Context: an optimization exercise on an open-source flow, tuned for small area, a short achievable clock period and few clock cycles per item. The choices shown serve that exercise and are no tape-out recipe.
In this exercise RTL edits were held to simulation tests only and were not proved equivalent to the original.

--- design.v ---
module fnv_lane_mix #(
  parameter int             LANES     = 4,
  parameter int             W         = 32,
  parameter logic [W-1:0]   FNV_PRIME = 32'h01000193
) (
  input  logic               clk,
  input  logic               rst,
  input  logic               in_valid,
  output logic               in_ready,
  input  logic [1:0]         mode,
  input  logic [LANES*W-1:0] a,
  input  logic [LANES*W-1:0] b,
  output logic               out_valid,
  input  logic               out_ready,
  output logic [LANES*W-1:0] c,
  output logic [W-1:0]       digest,
  output logic               out_err
);
  function automatic logic [W-1:0] fnv_mul(input logic [W-1:0] x);
    logic [W-1:0] s;
    s = '0;
    for (int k = 0; k < W; k++)
      if (FNV_PRIME[k]) s = s + (x << k);
    fnv_mul = s;
  endfunction
  logic         adv;
  logic         v1_q, v2_q;
  logic [1:0]   md1_q, md2_q;
  logic [W-1:0] r1_l0_q, r1_l3_q, r1_m1_q, r1_x1_q, r1_m2_q, r1_x2_q;
  logic [W-1:0] r2_l0_q, r2_l1_q, r2_l3_q, r2_m2_q, r2_x2_q;
  logic [W-1:0] a0, a1, a2, a3, b0, b1, b2, b3;
  logic         md0, md1, md2;
  logic [W-1:0] y0, y3, m1, x1, m2, x2, y1, y2;
  logic         f1, f2;
  assign adv      = !v2_q || out_ready;
  assign in_ready = adv;
  assign {a3, a2, a1, a0} = a;
  assign {b3, b2, b1, b0} = b;
  assign md0 = (mode == 2'd0);
  assign md1 = (mode == 2'd1);
  assign md2 = (mode == 2'd2);
  assign y0 = fnv_mul(md1 ? (a0 ^ b0) : a0) ^ (md0 ? b0 : md2 ? a1 : '0);
  assign y3 = fnv_mul(md1 ? (a3 ^ b3) : a3) ^ (md0 ? b3 : '0);
  assign m1 = md1 ? (a1 ^ b1) : a1;
  assign x1 = md0 ? b1 : md2 ? a2 : '0;
  assign m2 = md1 ? (a2 ^ b2) : a2;
  assign x2 = md0 ? b2 : md2 ? a3 : '0;
  assign f1 = (md1_q == 2'd2);
  assign y1 = fnv_mul(f1 ? r1_l0_q : r1_m1_q) ^ r1_x1_q;
  assign f2 = (md2_q == 2'd2);
  assign y2 = fnv_mul(r2_m2_q) ^ r2_x2_q;
  always_ff @(posedge clk) begin
    if (rst) begin
      v1_q <= 1'b0;
      v2_q <= 1'b0;
    end else if (adv) begin
      v1_q <= in_valid;
      v2_q <= v1_q;
    end
  end
  always_ff @(posedge clk) begin
    if (adv) begin
      md1_q   <= mode;
      r1_l0_q <= y0;
      r1_l3_q <= y3;
      r1_m1_q <= m1;
      r1_x1_q <= x1;
      r1_m2_q <= m2;
      r1_x2_q <= x2;
      md2_q   <= md1_q;
      r2_l0_q <= r1_l0_q;
      r2_l1_q <= y1;
      r2_l3_q <= r1_l3_q;
      r2_m2_q <= f1 ? y1 : r1_m2_q;
      r2_x2_q <= r1_x2_q;
    end
  end
  assign out_valid = v2_q;
  assign c         = md2_q[1] ? '0 : {r2_l3_q, y2, r2_l1_q, r2_l0_q};
  assign digest    = f2 ? y2 : '0;
  assign out_err   = (md2_q == 2'd3);
endmodule
--- run.sh ---
#!/bin/bash
# synth_recipe.tcl (not shown) runs the flow's synth.tcl, then flattens the netlist and writes it again
# the make line also repeats each setting of config.mk as NAME=value (left out here)
make -C /OpenROAD-flow-scripts/flow DESIGN_CONFIG=/design/flow/config.mk WORK_HOME=/design/flow/orfs CLKGATE_MAP_FILE= SYNTH_SCRIPT=/design/flow/synth_recipe.tcl finish
--- config.mk ---
export PLATFORM = sky130hd
export DESIGN_NAME = fnv_lane_mix
export DESIGN_NICKNAME = fnv_lane_mix
export VERILOG_FILES = /design/flow/design.v
export SDC_FILE = /design/flow/constraint.sdc
export NUM_CORES = 4
export LEC_CHECK = 0
export CAP_MARGIN = 20
export CORE_MARGIN = 2
export CORE_UTILIZATION = 40
export SLEW_MARGIN = 20
--- constraint.sdc ---
create_clock -name core_clock -period 7.0 [get_ports {clk}]
set_input_delay 1.4000 -clock core_clock [delete_from_list [all_inputs] [get_ports {clk}]]
set_output_delay 1.4000 -clock core_clock [all_outputs]
set_load 0.01 [all_outputs]
==> impl_results.md <==
* Syn nets at 3,834
* Syn Std Cell Area at roughly 32,000 µm²
* Max FO, Critical Path at 4
* Syn Inst Count at between 3,000 and 4,000
* Tightest Pin Transition at just over 1 ns
* Number of synthesized flops with an enable pin at around 360
* CTS tree: done
* Worst EP required at 5.60 ns
* Post-layout min period at just under 7 ns
* First-pass GRT wire length at 147,000 µm
* Hold Crit Start: r1_x2_q[29]
* IO Pins at between 400 and 500
* RSZ-0062 raised after global routing: true
* CP Data Arrival Time at 5.36 ns
* Insertion delay to the later sink of the worst-skew pair at approximately 0.6 ns
* CP Capture Type: primary output
* Final TNS setup at 0 ns
* Place WS at -0.0147 ns
* Reg-to-Reg End: r2_l1_q[28]
* HP Class: flop to flop
* Top Metal Used: met5
* Worst r2r src: md1_q[0]
* H-Tree Level Count at 2
* CTS Hold Bufs at 0
* Die X at 287 µm
* Clk buf depth at 3
* Post-synth cell types at 70
* Hold Path End: r2_x2_q[29]
* Vias/cell at between 4 and 5
* Hold Crit Depth at 0
* Outcome: complete, no violations
* DP Area at 37,800 µm²
* Iteration-0 DRC Markers at 1,715
* DR vias at between 20,000 and 25,000
* Final antenna-violating net count at 0
* CP Class: flop to primary output
* Min setup slack post-route at around 0.24 ns
* Layout cells sized above 1 at between 5 and 6%
* Met2 WL at between 40,000 and 50,000 µm
* Post-synth ARST share at 0%
* Synth Register Bits at 358
* Core area at between 70,000 and 80,000 µm²
* Vias in the first global route at between 20,000 and 25,000
* Die Span Y at ~290 µm
* Slew Limit Headroom at 30.5%
* Ys Warns at 1
* # Max-Cap Violations at 0
* Cell Rows at around 100
* Initial antenna violation count at 5
* Port Buffers at 424
* CP Launch Type: flop
* Nets at approximately 4,300
* WL met1 at ~45,000 µm
* Post-DP HPWL at around 81,000 µm
* Initial core utilization at between 40 and 50%
* Synth Area per Inst at 10.5 µm²
* Die footprint at around 82,000 µm²
* Hold_ws at between 0.4 and 0.5 ns
* Met3 wire len at roughly 4900 µm
* Clock Skew at approximately 0.034 ns
* Area Growth Syn to Fin at 22.8%
* CTS Buf Count at 41
* R2R depth at 18
* Final Cycle Share at a little over nine tenths
* Gr ovfl total at 0
* Register area share after synthesis at 33.6%
* DRC viols at 0
* DR WL/cell at 21.5 µm
* Clk Tree Root Cell: clkbuf_16
* Initial DRT Pass Iterations at 5
* Routability congestion estimate at ~0.9
* R2R setup slack at between 0.8 and 0.9 ns
* Sink Count at 358
* GRT Util Overall at between 20% and 30%
* Design Area, Final at slightly below 40,000 µm²
* Top_reg_cell synth: edfxtp_1
* Final-report max-slew violation count at 0
* Aggregate routed wire length at 98,800 µm
* Fin. Hold Viols at 0
* Final setup viols at 0
* Largest net degree at the start of global routing at roughly 150
* Fmax at around 0.15 GHz
* Register clock-pin slew on the reported worst setup and hold paths at approximately 0.060 ns
## critical path, cell delays in order (launching register included)
cell and delay (ns):
edfxtp_1 0.49, inv_1 0.16, fa_1 0.44, fa_1 0.47, fa_1 0.50, inv_1 0.04, ha_1 0.19, or3_1 0.40
or2_2 0.29, a31oi_1 0.29, nand2b_1 0.23, a31oi_2 0.09, a221oi_1 0.34, xnor2_1 0.17, nor2_1 0.11, clkdlybuf4s50_1 0.55
## registers in the layout (all words and copies together), names as in the netlist, 2 cells and up
register	cells
r1_x2_q	32
r1_m1_q	32
r2_x2_q	32
r2_l0_q	32
r2_l1_q	32
r1_x1_q	32
r1_l0_q	32
r2_m2_q	32
md2_q	2
r2_l3_q	32
r1_l3_q	32
md1_q	2
r1_m2_q	32
## metal layers
| metal | vias to the layer above | global-route usage, % |
|---|---|---|
| met5 | - | 0 |
| met4 | 6 | 7.24 |
| met3 | 114 | 3.07 |
| met2 | 607 | 39.3 |
| met1 | 10900 | 33.9 |
| li1 | 10800 | - |
## synth_stat cells (all sizes together), types with 46 or more instances
cell type / n / share of area (%)
a21o: 46 / 1.1
a21oi: 105 / 1.7
clkbuf: 50 / 0.59
edfxtp: 356 / 33
fa: 269 / 17
ha: 252 / 9.9
inv: 494 / 5.8
mux2i: 125 / 4.0
nand2: 281 / 3.3
nor2: 226 / 2.7
nor2b: 106 / 2.1
xnor2: 357 / 9.8
xor2: 100 / 2.7
## per-stage QoR
step	utilization (%)	cells
floorplan	-	3051
global placement	47.8	4519
detailed placement	47.8	4519
CTS	49.6	4601
global route	49.7	4601
finish	49.7	4602
## repair_timing
action | 4_1_cts | 5_1_grt
pin swaps | 3 | 3
gates cloned | 0 | 0
endpoints found under the setup margin | 14 | 8
hold endpoints to repair | 0 | 0
gates resized for setup | 12 | 4
buffers inserted | 11 | 0
## how the worst max path moves through the flow
stage / from / endpoint / slack, ns / cells after the start
floorplan: mode[0] / r1_l3_q[30] / 0.18 / 23
global placement: mode[1] / r1_l0_q[31] / 0.12 / 20
detailed placement: mode[1] / r1_l0_q[31] / -0.01 / 22
CTS: r2_m2_q[3] / c[95] / 0.01 / 16
global route: r2_m2_q[0] / digest[29] / -0.003 / 16
finish: r2_m2_q[15] / c[94] / 0.24 / 15
## kinds of logic after synthesis
family | synth area share [%]
buf+inv | 6.76
compound gates | 6.06
flops | 33.6
mux | 4.13
xor+xnor | 12.5
fa+ha+maj | 27.0
simple gates | 9.97
## layout make-up
class / count / area, µm²
fillers: 7333 / 39800
multi-input cells: 2125 / 19200
flip-flops and latches: 358 / 10700
repair buffers: 501 / 4870
inverters: 496 / 1860
well taps: 1050 / 1310
clock buffers: 42 / 1030
clock inverters: 29 / 258
diodes: 1 / 2.50
## cells in the final DEF (no fill, tap or decap), drive strengths merged, types with 3 or more instances in the layout
cell / Yosys / routed
o2111ai: 4 / 4
ha: 252 / 252
o211ai: 5 / 5
nand3: 25 / 25
o31ai: 3 / 3
and4: 6 / 6
nand4: 4 / 4
mux2i: 125 / 125
fa: 269 / 269
buf: 22 / 79
nand2: 281 / 281
o21a: 10 / 10
o21ai: 45 / 45
clkbuf: 50 / 42
a211oi: 12 / 12
clkdlybuf4s50: 0 / 419
a21o: 46 / 46
bufinv: 0 / 3
o311ai: 4 / 4
nand2b: 14 / 14
nor2b: 106 / 106
a31oi: 12 / 12
or2: 10 / 10
o21bai: 25 / 25
inv: 494 / 497
maj3: 8 / 8
nor3: 15 / 15
and2: 8 / 8
a21oi: 105 / 105
nor2: 226 / 226
or3: 4 / 4
and3: 8 / 8
clkinv: 2 / 23
mux2: 4 / 4
xor2: 100 / 100
xnor2: 357 / 357
a31o: 5 / 5
edfxtp: 356 / 356
Testbench counts, summed over its fixed seeds: cycles 4,816, items 4,800.

[what the ideal ports hide]
How much do the figures lean on ideal ports? The routed layout below was timed once more, with nothing changed but the port constraints. Step 1 (the two cells are an assumption about what drives the block):
set clk [get_ports {clk}]
set_driving_cell -lib_cell sky130_fd_sc_hd__clkbuf_16 $clk
set_driving_cell -lib_cell sky130_fd_sc_hd__buf_2 [delete_from_list [all_inputs] $clk]
Step 2 moves the port delays by t, midway between the first and last clock arrival at a register: inputs arrive t later, outputs are due t later. That takes back most of the time a late clock gives input paths. Three values: ideal, step 1, step 2; two values: the first two.
shift t [ns]: 0.641
slack for setup (ns): 0.240 / 0.177 / -0.161
worst setup path after step 2: input to register
clock arrival spread, ns: 0.034 / 0.034
With both steps, setup timing fails in this run, where it was met with ideal ports. For this run, drivers alone change the setup slack by -0.063 ns; drivers and shift together by -0.401 ns.
